What follows belongs to an exercise in optimizing a design on an open flow for small area; a production flow would make more cautious choices.
Function was checked by simulation only, so behaviour that the tests miss may differ from the original.
Power figures rest on the tool's default switching activity, not on a simulated workload.

## flow/design.v

```verilog
module pa_clic_int_cond #(
  parameter int INT_NUM     = 128,
  parameter int SYNC_STAGES = 2,
  parameter int FILT_CNT_W  = 3
) (
  input  logic                  forever_cpuclk,
  input  logic                  cpurst,
  input  logic [INT_NUM-1:0]    pad_int_raw,
  input  logic [INT_NUM-1:0]    int_edge_mode,
  input  logic [FILT_CNT_W-1:0] filt_thresh,
  input  logic                  clic_clk_en,
  input  logic                  int_cond_ovf_clr,
  input  logic                  pad_yy_scan_mode,
  output logic [INT_NUM-1:0]    pad_clic_int_vld,
  output logic [INT_NUM-1:0]    int_cond_ovf
);
  logic [INT_NUM-1:0]    sync_q [SYNC_STAGES];
  logic [INT_NUM-1:0]    s;
  logic [INT_NUM-1:0]    f_q;
  logic [INT_NUM-1:0]    f_nxt;
  logic [INT_NUM-1:0]    f_dly_q;
  logic [FILT_CNT_W-1:0] cnt_q   [INT_NUM];
  logic [FILT_CNT_W-1:0] cnt_nxt [INT_NUM];
  logic [INT_NUM-1:0]    pend_q;
  logic [INT_NUM-1:0]    pend_nxt;
  logic [INT_NUM-1:0]    ovf_q;
  logic [INT_NUM-1:0]    ovf_nxt;
  logic [INT_NUM-1:0]    rise;
  logic [INT_NUM-1:0]    hold;
  assign s = sync_q[SYNC_STAGES-1];
  always_ff @(posedge forever_cpuclk) begin
    if (cpurst) begin
      for (int i = 0; i < SYNC_STAGES; i++)
        sync_q[i] <= '0;
    end else begin
      sync_q[0] <= pad_int_raw;
      for (int i = 1; i < SYNC_STAGES; i++)
        sync_q[i] <= sync_q[i-1];
    end
  end
  always_comb begin
    f_nxt = f_q;
    for (int i = 0; i < INT_NUM; i++) begin
      cnt_nxt[i] = cnt_q[i];
      if (s[i] == f_q[i]) begin
        cnt_nxt[i] = '0;
      end else if (cnt_q[i] >= filt_thresh) begin
        f_nxt[i]   = s[i];
        cnt_nxt[i] = '0;
      end else begin
        cnt_nxt[i] = cnt_q[i] + FILT_CNT_W'(1);
      end
    end
  end
  assign rise = f_q & ~f_dly_q;
  assign hold = pend_q & ~{INT_NUM{clic_clk_en}};
  assign pend_nxt = int_edge_mode & (rise | hold);
  assign ovf_nxt  = (int_edge_mode & rise & hold)
                  | (ovf_q & ~{INT_NUM{int_cond_ovf_clr}});
  always_ff @(posedge forever_cpuclk) begin
    if (cpurst) begin
      f_q     <= '0;
      f_dly_q <= '0;
      pend_q  <= '0;
      ovf_q   <= '0;
      for (int i = 0; i < INT_NUM; i++)
        cnt_q[i] <= '0;
    end else begin
      f_q     <= f_nxt;
      f_dly_q <= f_q;
      pend_q  <= pend_nxt;
      ovf_q   <= ovf_nxt;
      for (int i = 0; i < INT_NUM; i++)
        cnt_q[i] <= cnt_nxt[i];
    end
  end
  assign pad_clic_int_vld = pad_yy_scan_mode ? pad_int_raw
                          : (int_edge_mode & pend_q)
                          | (~int_edge_mode & f_q);
  assign int_cond_ovf = ovf_q;
endmodule
```

## flow/run.sh

```bash
#!/bin/bash
# synth_recipe.tcl (not shown) runs the flow's synth.tcl, then flattens the netlist and writes it again
# the make line also repeats each setting of config.mk as NAME=value (left out here)
make -C /OpenROAD-flow-scripts/flow DESIGN_CONFIG=/design/flow/config.mk WORK_HOME=/design/flow/orfs CLKGATE_MAP_FILE= SYNTH_SCRIPT=/design/flow/synth_recipe.tcl finish
```

## flow/config.mk

```make
export PLATFORM = sky130hd
export DESIGN_NAME = pa_clic_int_cond
export DESIGN_NICKNAME = pa_clic_int_cond
export VERILOG_FILES = /design/flow/design.v
export SDC_FILE = /design/flow/constraint.sdc
export NUM_CORES = 4
export LEC_CHECK = 0
export CAP_MARGIN = 20
export CORE_MARGIN = 2
export CORE_UTILIZATION = 45
export SLEW_MARGIN = 20
```

## flow/constraint.sdc

```tcl
create_clock -name core_clock -period 4.0 [get_ports {forever_cpuclk}]
set_input_delay 0.8000 -clock core_clock [delete_from_list [all_inputs] [get_ports {forever_cpuclk}]]
set_output_delay 0.8000 -clock core_clock [all_outputs]
set_load 0.01 [all_outputs]
```

==> results of run 1 <==
## Yosys cell counts, drive strengths merged
library cell / instances
dfxtp: 1152
nor2b: 856
ha: 512
nor2: 511
inv: 260
nand2: 257
o21ai: 256
a21oi: 129
mux2: 128
mux2i: 128
o2111ai: 128
o211a: 128
xnor2: 128
xor2: 128
a32oi: 127
buf: 112
clkbuf: 43
and2b: 40
nand3: 1
## where the power goes
part	leakage [nW]	switching [W]	total [W]	internal [W]
Sequential	9.35	0.000115	0.0118	0.0117
Combinational	16.0	0.000947	0.00179	0.000847
Clock	2.22	0.00467	0.0123	0.00759
## layout make-up
cell class | instances | area (um2)
fillers | 9740 | 49060
multi-input cells | 3457 | 25360
flip-flops and latches | 1152 | 23060
repair buffers | 568 | 5846
clock buffers | 200 | 4038
well taps | 1488 | 1862
inverters | 260 | 993.5
clock inverters | 36 | 452.9
diodes | 1 | 2.502
## flip-flops by register name, indices dropped and copies added (netlist names)
signal,flops
f_dly_q,128
ovf_q,128
f_q,128
pend_q,128
cnt_q,384
sync_q,256
## worst max-delay path, delay by kind of cell
family	cells	cell delay, ns
compound gates	1	0.15
mux	1	0.51
buf+inv	2	1.03
## layer usage
| metal | part of all wire | wire, um |
|---|---|---|
| met2 | 0.44 | 48700 |
| met4 | 0.017 | 1828 |
| met3 | 0.047 | 5170 |
| met5 | 0.00057 | 63 |
| met1 | 0.49 | 54020 |
## logic make-up (layout without fill, tap and decap cells)
logic type	Yosys count	after routing
flip-flops	1152	1152
AO/OA/AOI/OAI	768	768
XOR/XNOR	256	256
multiplexers	256	256
other	0	1
buffers and inverters	415	1064
AND/OR/NAND/NOR	1665	1665
adder cells (fa/ha/maj)	512	512
## worst max-delay path by stage
stage / from / to / cells past startpoint
after floorplan: filt_thresh[2] / f_q[100]$_SDFFE_PP0P_ / 5
after global placement: int_edge_mode[122] / pad_clic_int_vld[122] / 4
after detailed placement: int_edge_mode[122] / pad_clic_int_vld[122] / 4
after CTS: int_edge_mode[122] / pad_clic_int_vld[122] / 4
after global routing: pad_yy_scan_mode / pad_clic_int_vld[119] / 5
final: int_edge_mode[66] / pad_clic_int_vld[66] / 4
## stage by stage
step / util / setup slack, ns / hold WS [ns] / instance area [um2]
6_report: 0.5567 / 0.6975 / 0.4209 / 61610
5_1_grt: 0.5567 / 0.5790 / 0.4341 / 61610
4_1_cts: 0.5567 / 0.6512 / 0.4260 / 61610
3_5_place_dp: 0.5161 / 0.6562 / 0.4212 / 57120
3_3_place_gp: 0.5161 / 0.6574 / 0.4156 / 57120
2_1_floorplan: - / 0.3288 / 0.4138 / 50150
==> summary.txt, run 1 <==
status timing/DRC/antenna clean; Syn-to-layout area delta 22.87%; Hold Startpoint sync_q[0][45]$_SDFF_PP0_; Crit-path slowest cell clkdlybuf4s50_1; die width 337.8 um; Longest Clk Path Bufs 3; met3 Usage GRT 0.04119; clk_skew 0.02811 ns; worst reg2reg path endpoint f_q[74]$_SDFFE_PP0P_; CTS resizes 0; FP Rows 122; via count 35098; sequential area share after synthesis 0.4599; TritonCTS Buffers 131; most frequent cells in the layout dfxtp_1 (1152), nor2b_1 (856), clkdlybuf4s50_1 (515), ha_1 (512), nor2_1 (511); hpwl dp 74.76 mm; area share of fa/ha/maj cells after synthesis 0.1278; initial drt markers 1188; Root Driver clkbuf_16; commonest non-fill, non-tap cell in the layout dfxtp_1; CP max FO 3; hold path cells 1; Placeable Area 110700 um2; hold endpoint sync_q[1][45]$_SDFF_PP0_; Slew Viols, Final 0; Hold Fails Final Rpt 0; post-synthesis cell type count 23; Post-CTS Setup Bufs 0; final std cells w/o fill 7162; total power 0.02586 W; Synth Cell Area 50140 um2; global-route wire length before repair 176.9 mm; clk sinks 1152; crit path time final 3.303 ns; syn nets 5800; critical-path cell list clkdlybuf4s50_1, mux2i_1, o21ai_0, clkdlybuf4s50_1; CTS tree built; drt via density 4.901; CP Capture Type output port; insertion delay to the later sink of the worst-skew pair 0.72 ns; Worst EP required 3.20 ns; Ports 520; r2r startpoint cnt_q[74][0]$_SDFF_PP0_; Wirelength per Cell 15.33 um; hold buffer count at cts 0; largest area contributor in the netlist dfxtp_1; GR Layer Usage met1 0.2587; gr ovfl total 0; Power Density 419.7 nW/um2; number of global-route vias before repair 34467; CP Data Arrival Time 2.50 ns; CP Launch Type primary input; Die Span Y 337.8 um; largest net degree at the start of global routing 141; Global Route met2 Usage 0.3056; r2r setup slk 2.47 ns; clk slew on worst S/H paths 0.06 ns; YS warnings 4; total negative slack 0 ns; Simple-Gate Fraction of Synth Area 0.1704; compound-gate portion of the synthesized area 0.1085; I/O Buffers 519; worst reg2reg path depth 5; DRT antenna net count 0; Post-route DRC 0; largest family of logic cells by synthesized area simple AND/OR/NAND/NOR gates; GPL Wtd Cong 0.7378; die area 114100 um2; Nets 6346; H-tree Lvls 4; syn_area_per_cell 9.981 um2; worst slew pin tran 1.018 ns; Max Cap Viol 0; post-synthesis xor/xnor area fraction 0.04471; Synth area leaders dfxtp_1 (46%), ha_1 (13%), nor2b_1 (11%); Worst IR Drop VDD 409.7 uV; Hold Crit Class register to register; share of layout cells above drive strength 1 0.06681; drt pass-1 iters 5; f_max 302.8 MHz; placed cells 6925; final wirelength 109.8 mm; starting density of the core 0.4531; Yosys top cell area share 0.4599; GR peak layer met2; most frequent CP cell clkdlybuf4s50_1; initial antenna violation count 7; Leak 27.59 nW; Rel. slew slack 0.3213; # setup viols final 0; RSZ-0062 raised after global routing no; Post-Synthesis Cells 5024; WS Path Type primary input to output port; crit share post-route 0.8256; post-synthesis mux area share 0.05430; total track usage 0.1905; register bit count reported by yosys 1152; Crit path largest cell delay 0.53 ns
==> inputs of run 2 (changes only) <==
==> flow/design.v (replaced) <==
module pa_clic_int_cond #(
  parameter int INT_NUM     = 128,
  parameter int SYNC_STAGES = 2,
  parameter int FILT_CNT_W  = 3
) (
  input  logic                  forever_cpuclk,
  input  logic                  cpurst,
  input  logic [INT_NUM-1:0]    pad_int_raw,
  input  logic [INT_NUM-1:0]    int_edge_mode,
  input  logic [FILT_CNT_W-1:0] filt_thresh,
  input  logic                  clic_clk_en,
  input  logic                  int_cond_ovf_clr,
  input  logic                  pad_yy_scan_mode,
  output logic [INT_NUM-1:0]    pad_clic_int_vld,
  output logic [INT_NUM-1:0]    int_cond_ovf
);
  logic rst_d1, rst_d2;
  always_ff @(posedge forever_cpuclk) begin
    rst_d1 <= cpurst;
    rst_d2 <= rst_d1;
  end
  wire rf = cpurst | rst_d1 | rst_d2;
  wire nt0 = ~filt_thresh[0];
  wire nt1 = ~filt_thresh[1];
  wire nt2 = ~filt_thresh[2];
  logic [INT_NUM-1:0] a_q, s_q, f_q, fd_q, p_q, o_q;
  logic [INT_NUM-1:0] c0_q, c1_q, c2_q;
  always_ff @(posedge forever_cpuclk) begin
    a_q  <= pad_int_raw;
    s_q  <= a_q;
    fd_q <= f_q;
  end
  for (genvar i = 0; i < INT_NUM; i++) begin : g_line
    wire c0 = c0_q[i];
    wire c1 = c1_q[i];
    wire c2 = c2_q[i];
    wire lo = (c1 & (c0 | nt0)) | (nt1 & (c1 | c0 | nt0));
    wire ge = (c2 & lo) | (nt2 & (c2 | lo));
    wire d  = s_q[i] ^ f_q[i];
    wire g  = ~rf & d & ~ge;
    wire rise = f_q[i] & ~fd_q[i];
    wire hold = p_q[i] & ~clic_clk_en;
    always_ff @(posedge forever_cpuclk) begin
      f_q[i]  <= ~rf & (ge ? s_q[i] : f_q[i]);
      c0_q[i] <= g & ~c0;
      c1_q[i] <= g & ((c1 & ~c0) | (~c1 & c0));
      c2_q[i] <= g & ((c2 & ~c1) | (c2 & ~c0) | (~c2 & c1 & c0));
      p_q[i]  <= ~cpurst & int_edge_mode[i] & (rise | hold);
      o_q[i]  <= ~cpurst & ((int_edge_mode[i] & rise & hold) | (o_q[i] & ~int_cond_ovf_clr));
    end
  end
  assign pad_clic_int_vld = pad_yy_scan_mode ? pad_int_raw
                          : (int_edge_mode & p_q) | (~int_edge_mode & f_q);
  assign int_cond_ovf = o_q;
endmodule
==> run 2 against run 1 <==
Net effect: largest power group is now registers; count of clock-buffer cells in the layout fell by 21; routed wire length fell by 4.4%; synthesized cell count fell by 1.9%; power fell by 4.0%; clock skew fell by 0.0046 ns; critical path type unchanged; critical path depth rose by 1.
==> summary.txt, run 2 <==
status timing/DRC/antenna clean; hold path cells 0; Yosys top cell area share 0.5027; Hold Crit Class register to register; die area 104700 um2; die width 323.6 um; most frequent cells in the layout dfxtp_1 (1154), nor2_1 (818), clkdlybuf4s50_1 (514), inv_1 (383), nand2_1 (309); post-synthesis cell type count 29; fin worst setup slack 0.7642 ns; Synth area leaders dfxtp_1 (50%), nor2_1 (6.7%), a221oi_2 (3.9%); Hold Startpoint a_q[4]$_DFF_P_; hold buffer count at cts 0; multi-input logic area 20390 um2; Power Density 438.3 nW/um2; H-tree Lvls 3; GPL Wtd Cong 0.7611; number of flops mapped to enable cells by yosys 0; initial drt markers 1412; hold endpoint s_q[4]$_DFF_P_; critical-path cell list clkbuf_8, buf_12, nand2_1, o21ai_0, clkdlybuf4s50_1; Crit path largest cell delay 0.56 ns; RSZ-0062 raised after global routing no; largest net degree at the start of global routing 140; crit path time final 3.236 ns; Max Cap Viol 0; Leak 20.26 nW; Post-CTS Setup Bufs 0; I/O Buffers 519; Hold Fails Final Rpt 0; CP Launch Type primary input; clk sinks 1154; total negative slack 0 ns; hold slack 0.3195 ns; worst slew pin tran 0.9857 ns; gr ovfl total 0; Post-Synthesis Cells 4931; CP Capture Type output port; register bit count reported by yosys 1154; CP Data Arrival Time 2.44 ns; syn_area_per_cell 9.319 um2; Synth Cell Area 45950 um2; Ports 520; Root Driver clkbuf_16; r2r setup slk 2.15 ns; number of global-route vias before repair 32896; crit share post-route 0.8089; Placeable Area 101600 um2; YS warnings 1; clk slew on worst S/H paths 0.06 ns; Reg area 23100 um2; Worst IR Drop VDD 349.0 uV; DRT antenna net count 0; WS Path Type primary input to output port; FP Rows 117; Crit-path slowest cell clkdlybuf4s50_1; hpwl dp 72.05 mm; TritonCTS Buffers 120; drt pass-1 iters 6; starting density of the core 0.4523; via count 34825; share of layout cells above drive strength 1 0.07927; CTS resizes 0; commonest non-fill, non-tap cell in the layout dfxtp_1; Place WS 0.7811 ns; final wirelength 105.0 mm; worst reg2reg path endpoint c0_q[113]$_DFF_P_; drt via density 5.067; commonest cells in the netlist dfxtp_1 (1154), nor2_1 (818), inv_1 (384); post-layout util 0.5573; Rel. slew slack 0.3428; f_max 309.0 MHz; asr flop ratio synth 0; Longest Clk Path Bufs 3; Worst EP required 3.20 ns; clk_skew 0.02352 ns; count leader, synth dfxtp_1; largest area contributor in the netlist dfxtp_1; Filler Cell Count 9090; Post-route DRC 0; syn nets 5323; Slew Viols, Final 0; global-route wire length before repair 167.7 mm; Die Span Y 323.6 um; insertion delay to the later sink of the worst-skew pair 0.69 ns; Wirelength per Cell 15.27 um; r2r startpoint rst_d1$_DFF_P_; # setup viols final 0; Syn-to-layout area delta 23.21%; CP max FO 88; initial antenna violation count 10; worst reg2reg path depth 5; Nets 5795; CTS tree built; sequential area share after synthesis 0.5027; total track usage 0.1957; top_reg_cell synth dfxtp_1
-- run 2: changes by cell type after synthesis, sizes merged, moves of 129 or more --
cell | before | now
ha | 512 | 128
nor3 | 0 | 129
nor2b | 856 | 256
nor2 | 511 | 818
nor3b | 0 | 129
-- run 2: kinds of logic (layout without fill, tap and decap cells) --
family,count (synthesis),count (layout),share of synthesized area
adders and majority gates,128,128,0.03485
xor gates and xnor gates,128,128,0.02440
buffers and inverters,601,1170,0.05375
and+or+nand+nor,1821,1821,0.1932
muxes,180,180,0.03921
other,0,5,0
AOI/OAI and AO/OA,919,919,0.1519
DFF,1154,1154,0.5027
-- run 2: stage by stage --
step	cells	total power [W]	area [um2]
after global routing	6869	0.02581	56610
after global placement	6649	0.01370	52500
after detailed placement	6649	0.01372	52500
final	6873	0.02482	56620
after CTS	6868	0.02516	56610
after floorplan	4931	0.01296	45950
-- run 2: area by class of cell --
type / instances / area share
multi-input cells: 3176 / 0.3602
clock inverters: 40 / 0.008176
repair buffers: 566 / 0.1030
well taps: 1368 / 0.03023
inverters: 385 / 0.02570
diodes: 5 / 0.0002210
flip-flops and latches: 1154 / 0.4080
clock buffers: 179 / 0.06442
-- run 2: worst max-delay path: cells and delay by family --
family	cells	cell delay, ns
compound gates	1	0.08
buf+inv	3	1.35
simple gates	1	0.08
-- run 2: worst max-delay path by stage --
stage / cells past startpoint / from / to
6_report: 5 / pad_yy_scan_mode / pad_clic_int_vld[60]
5_1_grt: 5 / pad_yy_scan_mode / pad_clic_int_vld[66]
2_1_floorplan: 6 / pad_yy_scan_mode / pad_clic_int_vld[100]
4_1_cts: 5 / pad_yy_scan_mode / pad_clic_int_vld[60]
3_3_place_gp: 4 / int_edge_mode[105] / pad_clic_int_vld[105]
3_5_place_dp: 5 / pad_yy_scan_mode / pad_clic_int_vld[60]
-- run 2: layer usage --
metal | part of all wire | vias up | wire [um] | global-route usage
met2 | 0.45 | 562 | 46750 | 0.3198
met4 | 0.020 | 6 | 2070 | 0.04938
met5 | 0.00033 | - | 35 | 0
met3 | 0.055 | 140 | 5775 | 0.04608
met1 | 0.48 | 16279 | 50340 | 0.2602
li1 | - | 17838 | - | -
-- run 2: report_power, final --
| group | switching [W] | leakage (nW) | total, W | internal (W) |
|---|---|---|---|---|
| logic | 0.000920 | 8.81 | 0.00165 | 0.000727 |
| clock network | 0.00452 | 2.05 | 0.0114 | 0.00684 |
| registers | 0.000114 | 9.40 | 0.0118 | 0.0117 |
| total | 0.00555 | 20.3 | 0.0248 | 0.0193 |
==> inputs of run 3 (changes only) <==
--- a/flow/config.mk
+++ b/flow/config.mk
@@ -9,3 +9,4 @@
 export CORE_MARGIN = 2
 export CORE_UTILIZATION = 45
+export CTS_BUF_LIST = sky130_fd_sc_hd__clkbuf_4
 export SLEW_MARGIN = 20
==> run 3 against run 2 <==
Net effect: still clean; flip-flop and latch count is the same; core utilization shrank 0.20 points; via count grew 3.1%; register-to-register slack is essentially flat; sequential share of layout area grew 0.15 points; clock power shrank 9.6%; cell area shrank 0.36%; first-iteration DRC count grew 2.4%; setup slack lost 0.17 ns; final cell count grew 4.4%; synthesized cell count is the same; die area is the same; largest cell class unchanged; largest power group unchanged; highest routed layer unchanged.
==> summary.txt, run 3 <==
Slew Viols, Final 0; Ports 520; Power Density 420.5 nW/um2; Wirelength per Cell 14.86 um; register bit count reported by yosys 1154; CP Data Arrival Time 2.60 ns; clk slew on worst S/H paths 0.07 ns; commonest non-fill, non-tap cell in the layout dfxtp_1; clk sinks 1154; final std cells w/o fill 7176; total track usage 0.2000; post-layout util 0.5553; Rel. slew slack 0.3435; crit path time final 3.403 ns; clock share of power 0.433; TritonCTS Buffers 318; CP top delay family buffers and inverters; number of flops mapped to enable cells by yosys 0; starting density of the core 0.4523; GPL Wtd Cong 0.7611; hpwl dp 72.05 mm; Post-route DRC 0; die area 104700 um2; Nets 5998; Longest Clk Path Bufs 4; syn_area_per_cell 9.319 um2; clk_skew 0.06229 ns; Hold Fails Final Rpt 0; Synth area leaders dfxtp_1 (50%), nor2_1 (6.7%), a221oi_2 (3.9%); Root Driver clkbuf_4; initial antenna violation count 6; number of global-route vias before repair 34662; die width 323.6 um; CP Capture Type output port; Post-Synthesis Cells 4931; worst slew pin tran 0.9848 ns; gr ovfl total 0; FP Rows 117; insertion delay to the later sink of the worst-skew pair 1.13 ns; CTS tree built; Synth Cell Area 45950 um2; H-tree Lvls 5; Syn-to-layout area delta 22.76%; YS warnings 1; Post-Place Cell Area 52500 um2; Comb pwr share 0.070; switching part of the total power 0.2379; Buf+Inv Stages, Crit Path 2; Finished Cell Area 56420 um2; Crit-path slowest cell clkdlybuf4s50_1; multi-input logic area 20390 um2; top_reg_cell synth dfxtp_1; WS Path Type register to output port; Die Span Y 323.6 um; Yosys top cell area share 0.5027; CP Launch Type register; largest net degree at the start of global routing 140; initial drt markers 1446; Worst IR Drop VDD 232.5 uV; commonest cells in the netlist dfxtp_1 (1154), nor2_1 (818), inv_1 (384); internal power 0.01808 W; syn nets 5323; hold buffer count at cts 5; Post-CTS Setup Bufs 0; status timing/DRC/antenna clean; total power 0.02372 W; CTS resizes 0; total negative slack 0 ns; Hold Crit Class primary input to register; crit share post-route 0.8506; Filler Cell Count 9360; most frequent cells in the layout dfxtp_1 (1154), nor2_1 (818), clkdlybuf4s50_1 (514), clkbuf_4 (465), inv_1 (383); CP max FO 5; drt pass-1 iters 7; Max Cap Viol 0; Worst EP required 3.20 ns; DRT antenna net count 0; global-route wire length before repair 171.1 mm; final wirelength 106.7 mm; largest area contributor in the netlist dfxtp_1; Crit path largest cell delay 0.57 ns; I/O Buffers 519; RSZ-0062 raised after global routing no; sequential area share after synthesis 0.5027; reported net switching power 0.005644 W; Leak 20.56 nW; drt via density 5.005; placed cells 6649; count leader, synth dfxtp_1; Placeable Area 101600 um2; post-synthesis cell type count 29; via count 35918; critical-path cell list mux2i_1, buf_4, o21ai_0, clkdlybuf4s50_1; asr flop ratio synth 0; Reg area 23100 um2; # setup viols final 0; f_max 293.9 MHz; share of layout cells above drive strength 1 0.1241; Sequential Power Share 0.498
## run 3: area by class of cell
cell class	instances	area share
Clock inverter	52	0.006476
Inverter	385	0.02579
Multi-Input combinational cell	3176	0.3615
Timing Repair Buffer	571	0.1043
Tap cell	1368	0.03034
Antenna cell	5	0.0002218
Sequential cell	1154	0.4095
Clock buffer	465	0.06188
## run 3: metal layers
metal / wire (um) / vias to the layer above / global-route usage
met4: 1432 / 4 / 0.06235
li1: - / 18424 / -
met1: 50890 / 16697 / 0.2575
met5: 23 / - / 0
met2: 47910 / 684 / 0.3233
met3: 6418 / 109 / 0.05794
## run 3: stage by stage
| step | hold WS [ns] | worst slack [ns] |
|---|---|---|
| 2_1_floorplan | 0.3096 | 1.424 |
| 3_3_place_gp | 0.3104 | 0.7895 |
| 3_5_place_dp | 0.3121 | 0.7811 |
| 4_1_cts | 0.003870 | 0.4027 |
| 5_1_grt | 0.02716 | 0.3901 |
| 6_report | 0.1683 | 0.5974 |
## run 3: power groups by stage
stage	clock network [W]	registers [W]	logic (W)
floorplan	0	0.0120	0.000928
global placement	0	0.0121	0.00164
detailed placement	0	0.0121	0.00165
CTS	0.0107	0.0118	0.00167
global route	0.0113	0.0118	0.00182
finish	0.0103	0.0118	0.00165
## run 3: worst reg2reg max path, stage by stage, from the launching register on
cell and delay [ns]:
dfxtp_1 0.39, or3_4 0.62, buf_4 0.43, nor2_1 0.10
o21ai_1 0.11, nor2_1 0.06
## run 3: final timing paths
path	from	endpoint	slack, ns	depth (start not counted)
max	f_q[109]$_DFF_P_	pad_clic_int_vld[109]	0.60	4
min reg2reg	a_q[22]$_DFF_P_	s_q[22]$_DFF_P_	0.30	0
max reg2reg	rst_d1$_DFF_P_	c0_q[15]$_DFF_P_	2.16	5
min	pad_int_raw[63]	a_q[63]$_DFF_P_	0.17	1
## run 3: cell families after synthesis
| family | synth area share |
|---|---|
| adders and majority gates | 0.03485 |
| AOI/OAI and AO/OA | 0.1519 |
| and+or+nand+nor | 0.1932 |
| muxes | 0.03921 |
| xor gates and xnor gates | 0.02440 |
| DFF | 0.5027 |
| buffers and inverters | 0.05375 |
==> inputs of run 4 (changes only) <==
==> flow/flow/run.sh (new file) <==
#!/bin/bash
# Own layout flow: the standard ORFS flow (standard.sh), with
#  - an area-oriented ABC mapping script in place of ORFS's abc_area.script,
#    and no half/full-adder extraction before ABC,
#  - the smallest buffer for the port buffers,
#  - small clock-tree buffers and no dummy clock-tree loads.
# Registers, their names and cell types are the standard synthesis's.
set -euo pipefail
W=$PWD
rm -rf "$W/scripts_mod"
cp -r "$FLOW_HOME/scripts" "$W/scripts_mod"
cp "$W/flow/abc_area.script" "$W/scripts_mod/abc_area.script"
bash "$W/standard.sh" \
  SCRIPTS_DIR="$W/scripts_mod" \
  ABC_AREA=1 \
  ADDER_MAP_FILE= \
  BUFFER_PORTS_ARGS="-buffer_cell sky130_fd_sc_hd__buf_1" \
  CTS_ARGS="-sink_clustering_enable -repair_clock_nets -buf_list sky130_fd_sc_hd__clkbuf_4 -dont_use_dummy_load" \
  finish > "$W/flow_make.log" 2>&1
==> flow/flow/abc_area.script (new file) <==
strash
&get -n
&deepsyn -T 30
&put
dch -f
map -a
mfs2
strash
dch -f
map -a
topo
==> flow/standard.sh (new file) <==
#!/bin/bash
# synth_recipe.tcl (not shown) runs the flow's synth.tcl, then flattens the netlist and writes it again
# the make line also repeats each setting of config.mk as NAME=value (left out here)
make -C /OpenROAD-flow-scripts/flow DESIGN_CONFIG=/design/flow/config.mk WORK_HOME=/design/flow/orfs CLKGATE_MAP_FILE= SYNTH_SCRIPT=/design/flow/synth_recipe.tcl "${@:-finish}"
--- a/flow/config.mk
+++ b/flow/config.mk
@@ -9,4 +9,3 @@
 export CORE_MARGIN = 2
 export CORE_UTILIZATION = 45
-export CTS_BUF_LIST = sky130_fd_sc_hd__clkbuf_4
 export SLEW_MARGIN = 20
removed: flow/run.sh
==> run 4 against run 3 <==
Net effect: register-to-register slack worse by 0.13 ns; count of clock-buffer cells in the layout down 150; power fell by 12%; flip-flop and latch count did not move; highest routed layer unchanged; hold slack worse by 0.017 ns; critical endpoint is now pad_clic_int_vld[37]; fmax increased by 4.0%; critical path depth increased by 2; routed wire length decreased by 9.9%.
==> summary.txt, run 4 <==
commonest non-fill, non-tap cell in the layout dfxtp_1; Hold Startpoint clic_clk_en; multi-input logic area 14610 um2; initial drt markers 1583; Worst IR Drop VDD 267.3 uV; Leak 17.55 nW; Synth area leaders dfxtp_1 (57%), o21ai_0 (9.4%), clkinv_1 (7.1%); DRT antenna net count 0; syn_area_per_cell 8.331 um2; r2r setup slk 2.03 ns; final std cells w/o fill 7185; Worst EP required 3.20 ns; Crit path largest cell delay 0.58 ns; crit path time final 3.272 ns; WS Path Type primary input to output port; die area 92610 um2; commonest cells in the netlist dfxtp_1 (1154), clkinv_1 (772), o21ai_0 (766); total track usage 0.2055; CP max FO 3; Synth Cell Area 40590 um2; Slew Viols, Final 0; Ports 520; Buf+Inv Stages, Crit Path 4; Power Density 420.9 nW/um2; Filler Cell Count 8420; Syn-to-layout area delta 21.77%; final wirelength 96.12 mm; CP Launch Type primary input; initial antenna violation count 8; FP Rows 110; Placeable Area 89740 um2; crit share post-route 0.8179; H-tree Lvls 5; placed cells 6604; YS warnings 1; worst slew pin tran 0.8909 ns; die width 304.3 um; Post-CTS Setup Bufs 0; worst reg2reg path depth 6; drt via density 4.842; status timing/DRC/antenna clean; hold slack 0.1517 ns; hold buffer count at cts 257; Hold Fails Final Rpt 0; clk slew on worst S/H paths 0.05 ns; Die Span Y 304.3 um; largest net degree at the start of global routing 135; critical-path cell list dlygate4sd3_1, buf_1, clkinv_1, o21ai_0, o21ai_0, buf_1; Hold Crit Class primary input to register; CP Data Arrival Time 2.47 ns; I/O Buffers 519; RSZ-0062 raised after global routing no; Reg area 23100 um2; syn nets 5136; asr flop ratio synth 0; r2r startpoint rst_d1$_DFF_P_; Place WS 1.186 ns; CTS resizes 0; hold endpoint p_q[42]$_DFF_P_; Post-Synthesis Cells 4872; drt pass-1 iters 5; Post-Place Cell Area 44460 um2; CP Capture Type output port; register bit count reported by yosys 1154; Wirelength per Cell 13.38 um; CP top delay family buffers and inverters; Max Cap Viol 0; Crit-path slowest cell dlygate4sd3_1; clk_skew 0.07685 ns; number of global-route vias before repair 33962; top_reg_cell synth dfxtp_1; Nets 6266; Root Driver clkbuf_4; via count 34790; Post-route DRC 0; gr ovfl total 0; TritonCTS Buffers 315; hold path cells 4; share of layout cells above drive strength 1 0.08167; # setup viols final 0; global-route wire length before repair 157.8 mm; Finished Cell Area 49420 um2; Rel. slew slack 0.4060; insertion delay to the later sink of the worst-skew pair 1.13 ns; worst reg2reg path endpoint c1_q[113]$_DFF_P_; starting density of the core 0.4523; most frequent cells in the layout dfxtp_1 (1154), clkinv_1 (770), o21ai_0 (766), nor2_1 (642), buf_1 (515); clk sinks 1154; largest area contributor in the netlist dfxtp_1; f_max 305.7 MHz; number of flops mapped to enable cells by yosys 0; hpwl dp 64.14 mm; Longest Clk Path Bufs 4; CTS tree built; Yosys top cell area share 0.5692; count leader, synth dfxtp_1; post-synthesis cell type count 13; GPL Wtd Cong 0.7723; sequential area share after synthesis 0.5692; fin worst setup slack 0.7284 ns
run 4: routing by layer:
| metal | part of all wire | vias up | GRT usage |
|---|---|---|---|
| li1 | - | 18460 | - |
| met1 | 0.45 | 15457 | 0.2434 |
| met2 | 0.48 | 712 | 0.3557 |
| met3 | 0.049 | 159 | 0.04812 |
| met4 | 0.023 | 2 | 0.08807 |
| met5 | 0.00014 | - | 0 |
run 4: report_power, final:
part           total, W  internal (W)  switching, W
sequential       0.0118        0.0117      0.000112
clock           0.00760       0.00358       0.00402
combinational   0.00137      0.000535      0.000836
run 4: cells by family after synthesis:
family,Yosys count,synth area share
DFF,1154,0.5692
adders and majority gates,128,0.03157
and+or+nand+nor,1538,0.1581
AOI/OAI and AO/OA,1280,0.1698
buffers and inverters,772,0.07140
run 4: final cells by class:
cell class                 instances  area share
multi-input combinational       2946      0.2956
clock buffer                     315     0.04785
antenna                            9   0.0004557
tap                             1176     0.02977
timing repair buffer             813      0.1002
sequential                      1154      0.4674
inverter                         772     0.05873
run 4: tightest hold or removal path: cells and delay by family:
kind,cells,cell delay (ns)
AOI/OAI and AO/OA,1,0.07
buffers and inverters,1,0.12
and+or+nand+nor,2,0.23
run 4: worst max path at each step:
stage	from	endpoint	depth (start not counted)
after floorplan	cpurst	c1_q[87]$_DFF_P_	4
after global placement	filt_thresh[1]	f_q[100]$_DFF_P_	9
after detailed placement	filt_thresh[1]	f_q[26]$_DFF_P_	9
after CTS	f_q[65]$_DFF_P_	pad_clic_int_vld[65]	5
after global routing	int_edge_mode[37]	pad_clic_int_vld[37]	6
final	int_edge_mode[37]	pad_clic_int_vld[37]	6
run 4: through the flow:
| step | util | total power [W] | TNS (ns) |
|---|---|---|---|
| 6_report | 0.5508 | 0.02080 | 0 |
| 5_1_grt | 0.5507 | 0.02194 | 0 |
| 4_1_cts | 0.5505 | 0.02117 | 0 |
| 3_5_place_dp | 0.4955 | 0.01325 | 0 |
| 3_3_place_gp | 0.4955 | 0.01324 | 0 |
| 2_1_floorplan | - | 0.01267 | -299.78 |
==> inputs of run 5 (changes only) <==
--- a/flow/flow/run.sh
+++ b/flow/flow/run.sh
@@ -1,5 +1,5 @@
 #!/bin/bash
 # Own layout flow: the standard ORFS flow (standard.sh), with
-#  - an area-oriented ABC mapping script in place of ORFS's abc_area.script,
+#  - an area-oriented ABC mapping script (flow/abc_area.script) in place of ORFS's,
 #    and no half/full-adder extraction before ABC,
 #  - the smallest buffer for the port buffers,
@@ -16,4 +16,4 @@
   ADDER_MAP_FILE= \
   BUFFER_PORTS_ARGS="-buffer_cell sky130_fd_sc_hd__buf_1" \
-  CTS_ARGS="-sink_clustering_enable -repair_clock_nets -buf_list sky130_fd_sc_hd__clkbuf_4 -dont_use_dummy_load" \
+  CTS_ARGS="-sink_clustering_enable -repair_clock_nets -buf_list sky130_fd_sc_hd__clkbuf_8 -sink_clustering_size 16 -sink_clustering_max_diameter 80 -dont_use_dummy_load" \
   finish > "$W/flow_make.log" 2>&1
==> flow/flow/abc_area.script (replaced) <==
strash
dch -f
map -a
mfs2
strash
dch -f
map -a
topo
==> run 5 against run 4 <==
Net effect: critical path type unchanged; clock skew shrank 0.037 ns; clock power shrank about 30%; first-iteration DRC count grew 2.9%; routed wire length fell by 4.4%; critical endpoint is now pad_clic_int_vld[86]; fmax grew 13%; hold slack improved by 0.033 ns; non-clock buffer count decreased by 265; sequential share of layout area up 4.3 points; largest cell class unchanged; area after synthesis decreased by 0.80%; final cell count decreased by 11%.
==> summary.txt, run 5 <==
status timing/DRC/antenna clean; TritonCTS Buffers 82; number of flops mapped to enable cells by yosys 0; DRT antenna net count 0; Leak 16.83 nW; post-synthesis cell type count 13; global-route wire length before repair 144.7 mm; H-tree Lvls 3; clk_skew 0.03972 ns; share of layout cells above drive strength 1 0.02287; Max Cap Viol 0; insertion delay to the later sink of the worst-skew pair 0.73 ns; largest area contributor in the netlist dfxtp_1; hold buffer count at cts 0; Longest Clk Path Bufs 3; Post-CTS Setup Bufs 0; Hold Crit Class primary input to register; die area 91880 um2; most frequent cells in the layout dfxtp_1 (1154), nor2_1 (896), nand2_1 (640), buf_1 (516), o21ai_0 (512); number of global-route vias before repair 28899; largest net degree at the start of global routing 187; f_max 344.2 MHz; Yosys top cell area share 0.5738; Post-route DRC 0; crit share post-route 0.7264; Nets 5512; Place WS 1.097 ns; Crit-path slowest cell o21ai_0; Post-Synthesis Cells 4616; Worst IR Drop VDD 250.0 uV; CP Data Arrival Time 2.11 ns; CTS resizes 0; CP Capture Type output port; CP Launch Type primary input; multi-input logic area 16190 um2; FP Rows 109; starting density of the core 0.4549; Hold Fails Final Rpt 0; drt pass-1 iters 5; Filler Cell Count 8582; initial antenna violation count 6; die width 303.1 um; fin worst setup slack 1.095 ns; YS warnings 1; syn_area_per_cell 8.722 um2; # setup viols final 0; final wirelength 91.91 mm; commonest cells in the netlist dfxtp_1 (1154), nor2_1 (896), nand2_1 (640); Synth Cell Area 40260 um2; Finished Cell Area 45220 um2; CP max FO 115; I/O Buffers 519; Power Density 403.8 nW/um2; Syn-to-layout area delta 12.31%; WS Path Type primary input to output port; worst slew pin tran 0.9950 ns; Crit path largest cell delay 0.46 ns; Reg area 23100 um2; Die Span Y 303.1 um; CTS tree built; syn nets 4880; clk slew on worst S/H paths 0.10 ns; hpwl dp 61.76 mm; critical-path cell list clkbuf_4, buf_12, o21ai_0, buf_1; Rel. slew slack 0.3367; Root Driver clkbuf_8; top_reg_cell synth dfxtp_1; gr ovfl total 0; GPL Wtd Cong 0.7907; Post-Place Cell Area 44080 um2; Wirelength per Cell 14.33 um; total power 0.01826 W; total track usage 0.1934; Synth area leaders dfxtp_1 (57%), nor2_1 (8.4%), o21ai_0 (6.4%); via count 32247; RSZ-0062 raised after global routing no; register bit count reported by yosys 1154; crit path time final 2.905 ns; clk sinks 1154; asr flop ratio synth 0; count leader, synth dfxtp_1; commonest non-fill, non-tap cell in the layout dfxtp_1; sequential area share after synthesis 0.5738; Slew Viols, Final 0; initial drt markers 1629; Placeable Area 88510 um2; drt via density 5.027; Ports 520; Worst EP required 3.20 ns
==> run 5: metrics by stage <==
stage | cells | util | TNS, ns | hold WS [ns]
floorplan | 4616 | - | -329.38 | 0.3096
global placement | 6329 | 0.4980 | 0 | 0.3100
detailed placement | 6329 | 0.4980 | 0 | 0.3121
CTS | 6411 | 0.5108 | 0 | 0.09028
global route | 6413 | 0.5108 | 0 | 0.09277
finish | 6415 | 0.5109 | 0 | 0.1847
==> run 5: area by class of cell <==
class	instances	share of cell area
diodes	4	0.0002214
inverters	261	0.02216
clock buffers	82	0.02496
repair buffers	548	0.05147
flip-flops and latches	1154	0.5109
multi-input cells	3201	0.3581
well taps	1165	0.03223
==> run 5: path summary, 6_finish.rpt <==
check,from,to,slack [ns],cells after the start
min,pad_int_raw[91],a_q[91]$_DFF_P_,0.18,1
max,pad_yy_scan_mode,pad_clic_int_vld[86],1.09,4
max reg2reg,rst_d1$_DFF_P_,c1_q[36]$_DFF_P_,2.08,4
min reg2reg,a_q[88]$_DFF_P_,s_q[88]$_DFF_P_,0.31,0
==> run 5: worst max-delay path: cells and delay by family <==
kind	cells	cell delay [ns]
buf+inv	3	0.68
compound gates	1	0.46
==> run 5: logic make-up after synthesis <==
group	synth area share
buf+inv	0.02433
xor+xnor	0.05569
compound gates	0.1472
flops	0.5738
simple gates	0.1990
==> run 5: power breakdown <==
group          switching, W  internal [W]  leakage (nW)
Clock               0.00348       0.00185         0.590
Sequential         0.000123        0.0117          9.41
Combinational      0.000761      0.000346          6.83
==> run 5: routing by layer <==
metal,part of all wire,track usage,vias up
met5,0.00014,0,-
met4,0.024,0.05454,2
met3,0.047,0.03227,130
met2,0.46,0.3239,553
met1,0.47,0.2574,14732
li1,-,-,16830
==> inputs of run 6 (changes only) <==
==> flow/flow/run.sh (replaced) <==
#!/bin/bash
# Own layout flow. the standard ORFS flow (standard.sh) with:
#  - the logic mapped by hand (flow/gen_netlist.py) instead of by ABC: the
#    netlist keeps the standard synthesis's registers (names and cell type),
#    and Yosys proves it equivalent to the RTL before the layout starts;
#  - the smallest buffer for the port buffers;
#  - clkbuf_8 clock-tree buffers, larger sink clusters, no dummy loads.
# Each tool writes its full output to a log of its own in this folder.
set -euo pipefail
W=$PWD
# 1. the standard synthesis, for its register names
bash "$W/standard.sh" synth > "$W/log_std_synth.log" 2>&1
R="$W/orfs/results/$FLOW_PLATFORM/pa_clic_int_cond/base"
cp "$R/1_2_yosys.v" "$W/std_synth.v"
# 2. the hand-mapped netlist, checked against the standard registers and the RTL
python3 "$W/flow/gen_netlist.py" "$W/hand.v" > "$W/log_gen.log" 2>&1
regs() { grep -o '^ *sky130_fd_sc_hd__df[a-z0-9_]* \\[^ ]*' "$1" | sed 's/^ *//' | sort; }
regs "$W/std_synth.v" > "$W/regs_std.txt"
regs "$W/hand.v" > "$W/regs_hand.txt"
if ! cmp -s "$W/regs_std.txt" "$W/regs_hand.txt"; then
  echo "register mismatch between standard synthesis and hand netlist" >&2
  diff "$W/regs_std.txt" "$W/regs_hand.txt" | head >&2
  exit 1
fi
yosys -s "$W/flow/equiv.ys" > "$W/log_equiv.log" 2>&1
# 3. the layout of the hand-mapped netlist
rm -rf "$W/orfs"
bash "$W/standard.sh" \
  SYNTH_NETLIST_FILES="$W/hand.v" \
  BUFFER_PORTS_ARGS="-buffer_cell sky130_fd_sc_hd__buf_1" \
  CTS_ARGS="-sink_clustering_enable -repair_clock_nets -buf_list sky130_fd_sc_hd__clkbuf_8 -sink_clustering_size 16 -sink_clustering_max_diameter 80 -dont_use_dummy_load" \
  finish > "$W/log_orfs.log" 2>&1
==> flow/flow/equiv.ys (new file) <==
# Proves the hand-mapped netlist (hand.v) equivalent to the RTL (design.v),
# registers paired by name.
read_verilog -sv design.v
prep -flatten -top pa_clic_int_cond
async2sync
dffunmap
splitnets -driver
opt_clean
rename pa_clic_int_cond gold
design -stash gold
read_liberty -ignore_miss_func /OpenROAD-flow-scripts/flow/platforms/sky130hd/lib/sky130_fd_sc_hd__tt_025C_1v80.lib
read_verilog hand.v
hierarchy -top pa_clic_int_cond
flatten
splitnets -driver
opt_clean
rename pa_clic_int_cond gate
design -stash gate
design -copy-from gold -as gold gold
design -copy-from gate -as gate gate
equiv_make gold gate equiv
hierarchy -top equiv
equiv_simple
equiv_induct
equiv_status -assert
==> flow/flow/gen_netlist.py (new file) <==
#!/usr/bin/env python3
"""Writes a gate-level netlist (sky130hd cells) of rtl/pa_clic_int_cond.sv.

The registers, their names and cell type are those the standard synthesis
gives the RTL; the logic between them is mapped here by hand, line by line.
usage: gen_netlist.py OUT.v
"""
import sys

N = 128
P = "sky130_fd_sc_hd__"
out = []
cnt = [0]


def cell(typ, pins, name=None):
    cnt[0] += 1
    inst = name if name else f"_h{cnt[0]:05d}_"
    conns = ", ".join(f".{k}({v})" for k, v in pins.items())
    out.append(f"  {P}{typ} {inst} ({conns});")


def ff(reg, d, q):
    cell("dfxtp_1", {"CLK": "forever_cpuclk", "D": d, "Q": q}, name=f"\\{reg}$_DFF_P_ ")


wires = []


def w(name):
    wires.append(name)
    return name


# shared logic
ff("rst_d1", "cpurst", "rst_d1")
ff("rst_d2", "rst_d1", "rst_d2")
w("rst_d1"); w("rst_d2")
rf = w("sh_rf")
cell("or3_1", {"A": "cpurst", "B": "rst_d1", "C": "rst_d2", "X": rf})
nt = []
for b in range(3):
    n = w(f"sh_nt{b}")
    cell("inv_1", {"A": f"filt_thresh[{b}]", "Y": n})
    nt.append(n)
k1 = w("sh_k1")  # ~en & ~rst
cell("nor2_1", {"A": "clic_clk_en", "B": "cpurst", "Y": k1})
k2 = w("sh_k2")  # ~clr & ~rst
cell("nor2_1", {"A": "int_cond_ovf_clr", "B": "cpurst", "Y": k2})

for i in range(N):
    q = {r: w(f"\\{r}[{i}] ") for r in ("a_q", "s_q", "f_q", "fd_q", "c0_q", "c1_q", "c2_q", "p_q")}
    raw, edge = f"pad_int_raw[{i}]", f"int_edge_mode[{i}]"
    vld, o = f"pad_clic_int_vld[{i}]", f"int_cond_ovf[{i}]"
    t = lambda s: w(f"l{i}_{s}")
    s, f, fd, c0, c1, c2, p = (q[k] for k in ("s_q", "f_q", "fd_q", "c0_q", "c1_q", "c2_q", "p_q"))
    # synchroniser and previous level: no logic
    ff(f"a_q[{i}]", raw, q["a_q"])
    ff(f"s_q[{i}]", q["a_q"], s)
    ff(f"fd_q[{i}]", f, fd)
    # c >= filt_thresh: carry chain of c + ~T + 1
    x0, lo, ge = t("x0"), t("lo"), t("ge")
    cell("or2_0", {"A": c0, "B": nt[0], "X": x0})
    cell("maj3_1", {"A": c1, "B": x0, "C": nt[1], "X": lo})
    cell("maj3_1", {"A": c2, "B": lo, "C": nt[2], "X": ge})
    # filtered level
    mx, fn = t("mx"), t("fn")
    cell("mux2i_1", {"A0": f, "A1": s, "S": ge, "Y": mx})
    cell("nor2_1", {"A": rf, "B": mx, "Y": fn})
    ff(f"f_q[{i}]", fn, f)
    # counter: count while s != f and c < T, else clear
    dn, gn = t("dn"), t("gn")
    cell("xnor2_1", {"A": s, "B": f, "Y": dn})
    cell("or3_1", {"A": rf, "B": dn, "C": ge, "X": gn})
    c0n, c1n, c2n, x1, x2 = t("c0n"), t("c1n"), t("c2n"), t("x1"), t("x2")
    cell("nor2_1", {"A": gn, "B": c0, "Y": c0n})
    cell("xnor2_1", {"A": c1, "B": c0, "Y": x1})
    cell("nor2_1", {"A": gn, "B": x1, "Y": c1n})
    cell("a21oi_1", {"A1": c1, "A2": c0, "B1": c2, "Y": x2})
    cell("nor2_1", {"A": gn, "B": x2, "Y": c2n})
    ff(f"c0_q[{i}]", c0n, c0)
    ff(f"c1_q[{i}]", c1n, c1)
    ff(f"c2_q[{i}]", c2n, c2)
    # pending and overflow flags
    zn, yn, pn, wn, on = t("zn"), t("yn"), t("pn"), t("wn"), t("on")
    cell("nand3b_1", {"A_N": fd, "B": edge, "C": f, "Y": zn})   # ~(edge & rise)
    cell("nand3_1", {"A": edge, "B": p, "C": k1, "Y": yn})       # ~(edge & hold & ~rst)
    cell("a21oi_1", {"A1": zn, "A2": yn, "B1": "cpurst", "Y": pn})
    cell("nand2_1", {"A": o, "B": k2, "Y": wn})
    cell("o21ai_0", {"A1": zn, "A2": yn, "B1": wn, "Y": on})
    ff(f"p_q[{i}]", pn, p)
    ff(f"o_q[{i}]", on, o)
    # output: scan bypass, else pending flag (edge mode) or level
    mn = t("mn")
    cell("mux2i_1", {"A0": f, "A1": p, "S": edge, "Y": mn})
    cell("o2bb2ai_1", {"A1_N": raw, "A2_N": "pad_yy_scan_mode", "B1": mn, "B2": "pad_yy_scan_mode", "Y": vld})

hdr = """module pa_clic_int_cond(forever_cpuclk, cpurst, pad_int_raw, int_edge_mode, filt_thresh, clic_clk_en, int_cond_ovf_clr, pad_yy_scan_mode, pad_clic_int_vld, int_cond_ovf);
  input forever_cpuclk;
  input cpurst;
  input [127:0] pad_int_raw;
  input [127:0] int_edge_mode;
  input [2:0] filt_thresh;
  input clic_clk_en;
  input int_cond_ovf_clr;
  input pad_yy_scan_mode;
  output [127:0] pad_clic_int_vld;
  output [127:0] int_cond_ovf;
"""
with open(sys.argv[1], "w") as fh:
    fh.write(hdr)
    for x in wires:
        fh.write(f"  wire {x};\n")
    fh.write("\n".join(out) + "\nendmodule\n")
removed: flow/flow/abc_area.script
==> run 6 against run 5 <==
Net effect: critical path depth is 1 higher; clock power is 1% lower; routed wire length is 10% lower; final cell count is 16% lower; setup slack better by 0.048 ns; sequential share of layout area is 1.1 points higher; cell area is 2.1% lower; flip-flop and latch count stayed put.
==> summary.txt, run 6 <==
DRT antenna net count 0; Post-route DRC 0; H-tree Lvls 3; via count 26805; FP Rows 108; Root Driver clkbuf_8; clk_skew 0.06527 ns; GPL Wtd Cong 0.7698; global-route wire length before repair 133.1 mm; most frequent CP cell buf_12; Placeable Area 86480 um2; RSZ-0062 raised after global routing no; TritonCTS Buffers 82; crit share post-route 0.7144; Post-Synthesis Cells 3592; CP top delay family buffers and inverters; Longest Clk Path Bufs 3; most frequent cells in the layout dfxtp_1 (1154), buf_1 (517), nor2_1 (512); drt via density 4.970; initial antenna violation count 9; insertion delay to the later sink of the worst-skew pair 0.69 ns; Global Route met2 Usage 0.3021; die width 298.9 um; Hold Fails Final Rpt 0; Nets 4502; clk sinks 1154; Die Span Y 298.9 um; Leak 14.50 nW; YS warnings 0; die area 89360 um2; gr ovfl total 0; f_max 350.0 MHz; Power Density 409.4 nW/um2; largest net degree at the start of global routing 129; number of global-route vias before repair 25529; # setup viols final 0; crit path time final 2.857 ns; drt pass-1 iters 6; commonest non-fill, non-tap cell in the layout dfxtp_1; Crit-path slowest cell clkbuf_4; CP Launch Type primary input; Filler Cell Count 8127; hpwl dp 56.22 mm; Ports 520; Post-CTS Setup Bufs 0; Wirelength per Cell 15.32 um; CP max FO 54; status timing/DRC/antenna clean; Buf+Inv Stages, Crit Path 4; Hold Crit Class primary input to register; Worst EP required 3.20 ns; share of layout cells above drive strength 1 0.03140; syn_area_per_cell 10.90 um2; starting density of the core 0.4526; met3 Usage GRT 0.03330; Crit path largest cell delay 0.32 ns; total track usage 0.1813; Rel. slew slack 0.3420; Syn-to-layout area delta 13.09%; Worst IR Drop VDD 279.2 uV; hold buffer count at cts 0; total power 0.01813 W; CTS resizes 0; I/O Buffers 519; CP Capture Type output port; Max Cap Viol 0; Slew Viols, Final 0; CTS tree built; WS Path Type primary input to output port; syn nets 3856; worst slew pin tran 0.9869 ns; CP Data Arrival Time 2.06 ns; GR Layer Usage met1 0.2437; total negative slack 0 ns; hold slack 0.2239 ns; initial drt markers 1149; clk slew on worst S/H paths 0.10 ns; Synth Cell Area 39140 um2; final wirelength 82.64 mm; critical-path cell list clkbuf_4, buf_12, buf_12, o2bb2ai_1, buf_1; GR peak layer met2
run 6: cell types whose count changed in the layout (fill, tap and decap cells not counted), moves of 256 or more:
cell / before / now
nand2_1: 640 / 128
nor2_1: 896 / 512
o21ai_0: 512 / 128
clkinv_1: 256 / 0
maj3_1: 0 / 256
mux2i_1: 0 / 256
xnor2_1: 0 / 256
xor2_1: 256 / 0
run 6: final timing paths:
| kind | startpoint | endpoint | slack [ns] | cells past startpoint |
|---|---|---|---|---|
| setup / recovery | pad_yy_scan_mode | pad_clic_int_vld[119] | 1.14 | 5 |
| hold / removal | pad_int_raw[107] | a_q[107]$_DFF_P_ | 0.22 | 1 |
| setup reg to reg | rst_d1$_DFF_P_ | c0_q[117]$_DFF_P_ | 2.10 | 4 |
| hold reg to reg | a_q[29]$_DFF_P_ | s_q[29]$_DFF_P_ | 0.30 | 0 |
run 6: area by class of cell:
class	count	area [um2]	area share
sequential	1154	23100	0.5219
multi-input combinational	2435	16050	0.3625
tap	1155	1445	0.03265
clock buffer	82	1129	0.02549
inverter	3	21.27	0.0004805
timing repair buffer	562	2516	0.05684
antenna	2	5.005	0.0001131
run 6: report_power, final:
group          switching [W]  internal, W  total [W]
Combinational       0.000608     0.000462    0.00107
Sequential          0.000119       0.0117     0.0118
Clock                0.00341      0.00185    0.00526
run 6: layer usage:
metal	vias up	wire (um)	share of wire
li1	13809	-	-
met1	12448	39330	0.48
met2	433	37990	0.46
met3	105	3688	0.045
met4	10	1571	0.019
met5	-	60	0.00073
run 6: per-stage QoR:
| step | std cells | worst slack [ns] | util | area, um2 |
|---|---|---|---|---|
| 3_5_place_dp | 5309 | 0.7995 | 0.4988 | 43130 |
| 5_1_grt | 5393 | 1.048 | 0.5119 | 44270 |
| 2_1_floorplan | 3592 | 0.07631 | - | 39160 |
| 4_1_cts | 5391 | 1.144 | 0.5118 | 44260 |
| 6_report | 5393 | 1.143 | 0.5119 | 44270 |
| 3_3_place_gp | 5309 | 0.7884 | 0.4988 | 43130 |
==> inputs of run 7 (changes only) <==
--- a/flow/flow/gen_netlist.py
+++ b/flow/flow/gen_netlist.py
@@ -59,9 +59,11 @@
     ff(f"s_q[{i}]", q["a_q"], s)
     ff(f"fd_q[{i}]", f, fd)
-    # c >= filt_thresh: carry chain of c + ~T + 1
-    x0, lo, ge = t("x0"), t("lo"), t("ge")
-    cell("or2_0", {"A": c0, "B": nt[0], "X": x0})
-    cell("maj3_1", {"A": c1, "B": x0, "C": nt[1], "X": lo})
-    cell("maj3_1", {"A": c2, "B": lo, "C": nt[2], "X": ge})
+    # c >= filt_thresh
+    #   ge = (c2 | ~T2) & ((c2 & ~T2) | (c1 & ~T1) | ((c0 | ~T0) & (c1 | ~T1)))
+    k0, k1n, k2n, ge = t("k0"), t("k1"), t("k2"), t("ge")
+    cell("nor2_1", {"A": c2, "B": nt[2], "Y": k2n})
+    cell("o22ai_1", {"A1": c0, "A2": nt[0], "B1": c1, "B2": nt[1], "Y": k0})
+    cell("a22oi_1", {"A1": c1, "A2": nt[1], "B1": c2, "B2": nt[2], "Y": k1n})
+    cell("a21oi_1", {"A1": k1n, "A2": k0, "B1": k2n, "Y": ge})
     # filtered level
     mx, fn = t("mx"), t("fn")
--- a/flow/config.mk
+++ b/flow/config.mk
@@ -8,4 +8,4 @@
 export CAP_MARGIN = 20
 export CORE_MARGIN = 2
-export CORE_UTILIZATION = 45
+export CORE_UTILIZATION = 65
 export SLEW_MARGIN = 20
==> run 7 against run 6 <==
Net effect: first-iteration DRC count increased by 24%; clock skew down 0.0077 ns; die area shrank 31%; core utilization grew 22 points.
==> summary.txt, run 7 <==
worst slew pin tran 0.9386 ns; status timing/DRC/antenna clean; final std cells w/o fill 5137; most frequent cells in the layout dfxtp_1 (1154), nor2_1 (640), buf_1 (517), a21oi_1 (384); f_max 337.1 MHz; post-layout util 0.7329; final wirelength 80.76 mm; Wirelength per Cell 15.72 um; Post-Place Cell Area 42030 um2; total negative slack 0 ns; Comb pwr share 0.057; hold slack 0.2292 ns; drt via density 5.567; GR peak layer met2; clk_skew 0.05758 ns; GPL Wtd Cong 0.7893; Worst EP required 3.20 ns; Worst IR Drop VDD 332.0 uV; CTS resizes 0; total track usage 0.2539; insertion delay to the later sink of the worst-skew pair 0.68 ns; hpwl dp 54.48 mm; Ports 520; global-route wire length before repair 127.1 mm; Hold Crit Class primary input to register; Nets 4626; I/O Buffers 519; Synth Cell Area 38660 um2; Rel. slew slack 0.3743; Slew Viols, Final 0; Crit path largest cell delay 0.69 ns; via count 28599; CTS tree built; Post-route DRC 0; Global Route met2 Usage 0.4264; starting density of the core 0.6563; commonest non-fill, non-tap cell in the layout dfxtp_1; YS warnings 0; Crit-path slowest cell clkbuf_4; crit path time final 2.966 ns; CP Launch Type primary input; syn_area_per_cell 10.39 um2; switching part of the total power 0.2266; clk slew on worst S/H paths 0.09 ns; reported net switching power 0.004081 W; CP max FO 58; Post-Synthesis Cells 3720; die width 247.9 um; largest net degree at the start of global routing 195; CP Data Arrival Time 2.17 ns; share of layout cells above drive strength 1 0.02959; FP Rows 89; Post-CTS Setup Bufs 0; Filler Cell Count 4521; crit share post-route 0.7416; initial drt markers 1423; Max Cap Viol 0; Root Driver clkbuf_8; drt pass-1 iters 5; initial antenna violation count 4; Power Density 417.0 nW/um2; clk sinks 1154; GR Layer Usage met1 0.3338; Placeable Area 58910 um2; DRT antenna net count 0; syn nets 3984; clock share of power 0.287; Sequential Power Share 0.656; H-tree Lvls 3; number of global-route vias before repair 26126; Leak 14.13 nW; critical-path cell list clkbuf_4, buf_12, o2bb2ai_1, buf_1; gr ovfl total 0; hold buffer count at cts 0; die area 61450 um2; WS Path Type primary input to output port; placed cells 5051; # setup viols final 0; Longest Clk Path Bufs 3; TritonCTS Buffers 82; r2r setup slk 2.15 ns; Die Span Y 247.9 um; met3 Usage GRT 0.04347; CP Capture Type output port; Finished Cell Area 43170 um2; internal power 0.01392 W; Hold Fails Final Rpt 0; RSZ-0062 raised after global routing no; Syn-to-layout area delta 11.66%
-- run 7: changes by cell type in the layout (fill, tap and decap cells not counted) --
cell,before,now
a21oi_1,256,384
a22oi_1,0,128
buf_12,19,10
buf_4,24,29
diode_2,2,4
maj3_1,256,0
nor2_1,512,640
o22ai_1,0,128
or2_0,128,0
-- run 7: critical path, delay by kind of cell --
kind,cells,cell delay (ns)
AO/OA/AOI/OAI,1,0.15
buffers and inverters,3,1.15
-- run 7: power groups by stage --
stage               Sequential (W)  Clock [W]  Combinational [W]
floorplan                   0.0120          0           0.000572
global placement            0.0121          0            0.00101
detailed placement          0.0121          0            0.00102
CTS                         0.0118    0.00533            0.00103
global route                0.0118    0.00577            0.00112
finish                      0.0118    0.00518            0.00103
-- run 7: final timing paths --
path | start | end | cells past startpoint
worst max-delay path | pad_yy_scan_mode | pad_clic_int_vld[113] | 4
worst min-delay path | pad_int_raw[54] | a_q[54]$_DFF_P_ | 1
worst max register to register | rst_d1$_DFF_P_ | c0_q[2]$_DFF_P_ | 4
worst min register to register | a_q[16]$_DFF_P_ | s_q[16]$_DFF_P_ | 0
-- run 7: per-stage QoR --
stage,total power (W),setup WS (ns)
after floorplan,0.01261,-0.2121
after global placement,0.01307,1.093
after detailed placement,0.01309,1.051
after CTS,0.01816,1.051
after global routing,0.01873,0.9685
final,0.01800,1.034
-- run 7: metal layers --
metal | wire length, um | vias up
met5 | 0 | -
met4 | 2344 | 0
met3 | 4258 | 132
met2 | 37320 | 579
met1 | 36840 | 13302
li1 | - | 14586
-- run 7: cell type report --
class | instances | area (um2) | area share
Multi-Input combinational cell | 2563 | 15570 | 0.3606
Timing Repair Buffer | 558 | 2374 | 0.05498
Tap cell | 773 | 967.2 | 0.02240
Inverter | 3 | 21.27 | 0.0004927
Sequential cell | 1154 | 23100 | 0.5351
Clock buffer | 82 | 1129 | 0.02614
Antenna cell | 4 | 10.01 | 0.0002319
==> inputs of run 8 (changes only) <==
--- a/flow/config.mk
+++ b/flow/config.mk
@@ -6,6 +6,6 @@
 export NUM_CORES = 4
 export LEC_CHECK = 0
-export CAP_MARGIN = 20
+export CAP_MARGIN = 5
 export CORE_MARGIN = 2
 export CORE_UTILIZATION = 65
-export SLEW_MARGIN = 20
+export SLEW_MARGIN = 5
==> run 8 against run 7 <==
Net effect: still clean; area after synthesis unchanged; register-to-register slack hardly changed; sequential power is essentially flat; final cell count is the same; clock skew unchanged; largest cell class unchanged.
==> summary.txt, run 8 <==
hpwl dp 54.48 mm; CP Data Arrival Time 2.17 ns; share of layout cells above drive strength 1 0.02959; DRT antenna net count 0; Ports 520; RSZ-0062 raised after global routing no; most frequent cells in the layout dfxtp_1 (1154), nor2_1 (640), buf_1 (517), a21oi_1 (384); worst reg2reg path depth 4; Synth Cell Area 38660 um2; Post-CTS Setup Bufs 0; hold path cells 1; Finished Cell Area 43170 um2; H-tree Lvls 3; syn nets 3984; Slew Viols, Final 0; Placeable Area 58910 um2; clk_skew 0.05758 ns; hold slack 0.2292 ns; hold buffer count at cts 0; CP max FO 58; CTS tree built; Hold Crit Class primary input to register; global-route wire length before repair 127.1 mm; Power Density 417.0 nW/um2; starting density of the core 0.6563; clk sinks 1154; Hold Fails Final Rpt 0; drt via density 5.567; die width 247.9 um; CP top delay family buffers and inverters; CTS resizes 0; Nets 4626; multi-input logic area 15570 um2; WS Path Type primary input to output port; drt pass-1 iters 5; CP Launch Type primary input; Root Driver clkbuf_8; Max Cap Viol 0; TritonCTS Buffers 82; Filler Cell Count 4521; I/O Buffers 519; initial antenna violation count 4; Crit path largest cell delay 0.69 ns; FP Rows 89; crit share post-route 0.7416; Post-route DRC 0; Die Span Y 247.9 um; Leak 14.13 nW; initial drt markers 1423; Syn-to-layout area delta 11.66%; Longest Clk Path Bufs 3; worst slew pin tran 0.9386 ns; Worst EP required 3.20 ns; Worst path depth 4; f_max 337.1 MHz; Post-Place Cell Area 42030 um2; crit path time final 2.966 ns; via count 28599; # setup viols final 0; final wirelength 80.76 mm; YS warnings 0; commonest non-fill, non-tap cell in the layout dfxtp_1; Reg area 23100 um2; clk slew on worst S/H paths 0.09 ns; Worst IR Drop VDD 332.0 uV; die area 61450 um2; Crit-path slowest cell clkbuf_4; Rel. slew slack 0.3743; Wirelength per Cell 15.72 um; critical-path cell list clkbuf_4, buf_12, o2bb2ai_1, buf_1; syn_area_per_cell 10.39 um2; gr ovfl total 0; GPL Wtd Cong 0.7893; Buf+Inv Stages, Crit Path 3; Post-Synthesis Cells 3720; CP Capture Type output port; status timing/DRC/antenna clean; largest net degree at the start of global routing 195; total track usage 0.2539; insertion delay to the later sink of the worst-skew pair 0.68 ns; number of global-route vias before repair 26126
run 8: cell counts in the layout (fill, tap and decap cells not counted):
No cell type changed its count.
run 8: worst reg2reg max path, delay by kind of cell, from the launching register on:
| kind | cells | cell delay (ns) |
|---|---|---|
| AND/OR/NAND/NOR | 3 | 1.19 |
| buffers and inverters | 1 | 0.28 |
| flip-flops | 1 | 0.32 |
run 8: worst paths after layout:
| check | from | endpoint | slack (ns) |
|---|---|---|---|
| worst max-delay path | pad_yy_scan_mode | pad_clic_int_vld[113] | 1.03 |
| worst min-delay path | pad_int_raw[54] | a_q[54]$_DFF_P_ | 0.23 |
| worst min register to register | a_q[16]$_DFF_P_ | s_q[16]$_DFF_P_ | 0.33 |
| worst max register to register | rst_d1$_DFF_P_ | c0_q[2]$_DFF_P_ | 2.15 |
run 8: cell type report:
class | count | area share
diodes | 4 | 0.0002319
clock buffers | 82 | 0.02614
inverters | 3 | 0.0004927
multi-input cells | 2563 | 0.3606
flip-flops and latches | 1154 | 0.5351
well taps | 773 | 0.02240
repair buffers | 558 | 0.05498
run 8: power breakdown:
part	total (W)	switching (W)	internal [W]
logic	0.00103	0.000627	0.000399
clock network	0.00518	0.00333	0.00185
registers	0.0118	0.000124	0.0117
total	0.0180	0.00408	0.0139
run 8: routing by layer:
layer / vias to the layer above / routed length [um] / part of all wire / global-route usage
met1: 13302 / 36840 / 0.46 / 0.3338
met3: 132 / 4258 / 0.053 / 0.04347
met4: 0 / 2344 / 0.029 / 0.08137
met2: 579 / 37320 / 0.46 / 0.4264
li1: 14586 / - / - / -
met5: - / 0 / 0 / 0
run 8: through the flow:
step	cells	TNS, ns	utilization	setup WS [ns]	power [W]
floorplan	3720	-92.17	-	-0.2121	0.01261
global placement	5051	0	0.7135	1.093	0.01307
detailed placement	5051	0	0.7135	1.051	0.01309
CTS	5133	0	0.7327	1.051	0.01816
global route	5134	0	0.7327	0.9685	0.01873
finish	5137	0	0.7329	1.034	0.01800

separate check: timing with driven ports:
How much do the figures lean on ideal ports? The routed layouts below were timed once more, with nothing changed but the port constraints. Step 1 (the two cells are an assumption about what drives the block):
set clk [get_ports {forever_cpuclk}]
set_driving_cell -lib_cell sky130_fd_sc_hd__clkbuf_16 $clk
set_driving_cell -lib_cell sky130_fd_sc_hd__buf_2 [delete_from_list [all_inputs] $clk]
Step 2 also shifts input and output timing later by t, the mid clock arrival at the registers, as if the neighbouring blocks saw the same clock. a / b / c = ideal / step 1 / step 2; a / b = the first two.
| run | t, ns | setup slack, ns | clock arrival spread, ns | cell pins on the clock port's net |
|---|---|---|---|---|
| run 1 | 0.779 | 0.697 / 0.639 / 0.639 | 0.039 / 0.038 | 1 |
| run 2 | 0.751 | 0.764 / 0.721 / 0.721 | 0.026 / 0.026 | 1 |
| run 3 | 1.169 | 0.597 / 0.531 / 0.611 | 0.085 / 0.085 | 1 |
| run 4 | 1.153 | 0.728 / 0.663 / 0.663 | 0.095 / 0.094 | 1 |
| run 5 | 0.771 | 1.095 / 1.074 / 1.074 | 0.067 / 0.066 | 1 |
| run 6 | 0.723 | 1.143 / 1.119 / 0.745 | 0.075 / 0.075 | 1 |
| run 7 | 0.726 | 1.034 / 1.011 / 1.011 | 0.088 / 0.089 | 1 |
| run 8 | 0.726 | 1.034 / 1.011 / 1.011 | 0.088 / 0.089 | 1 |
After both steps setup and hold are still met in every run listed. For run 6, which loses most, drivers alone change the setup slack by -0.024 ns; drivers and shift together by -0.398 ns.
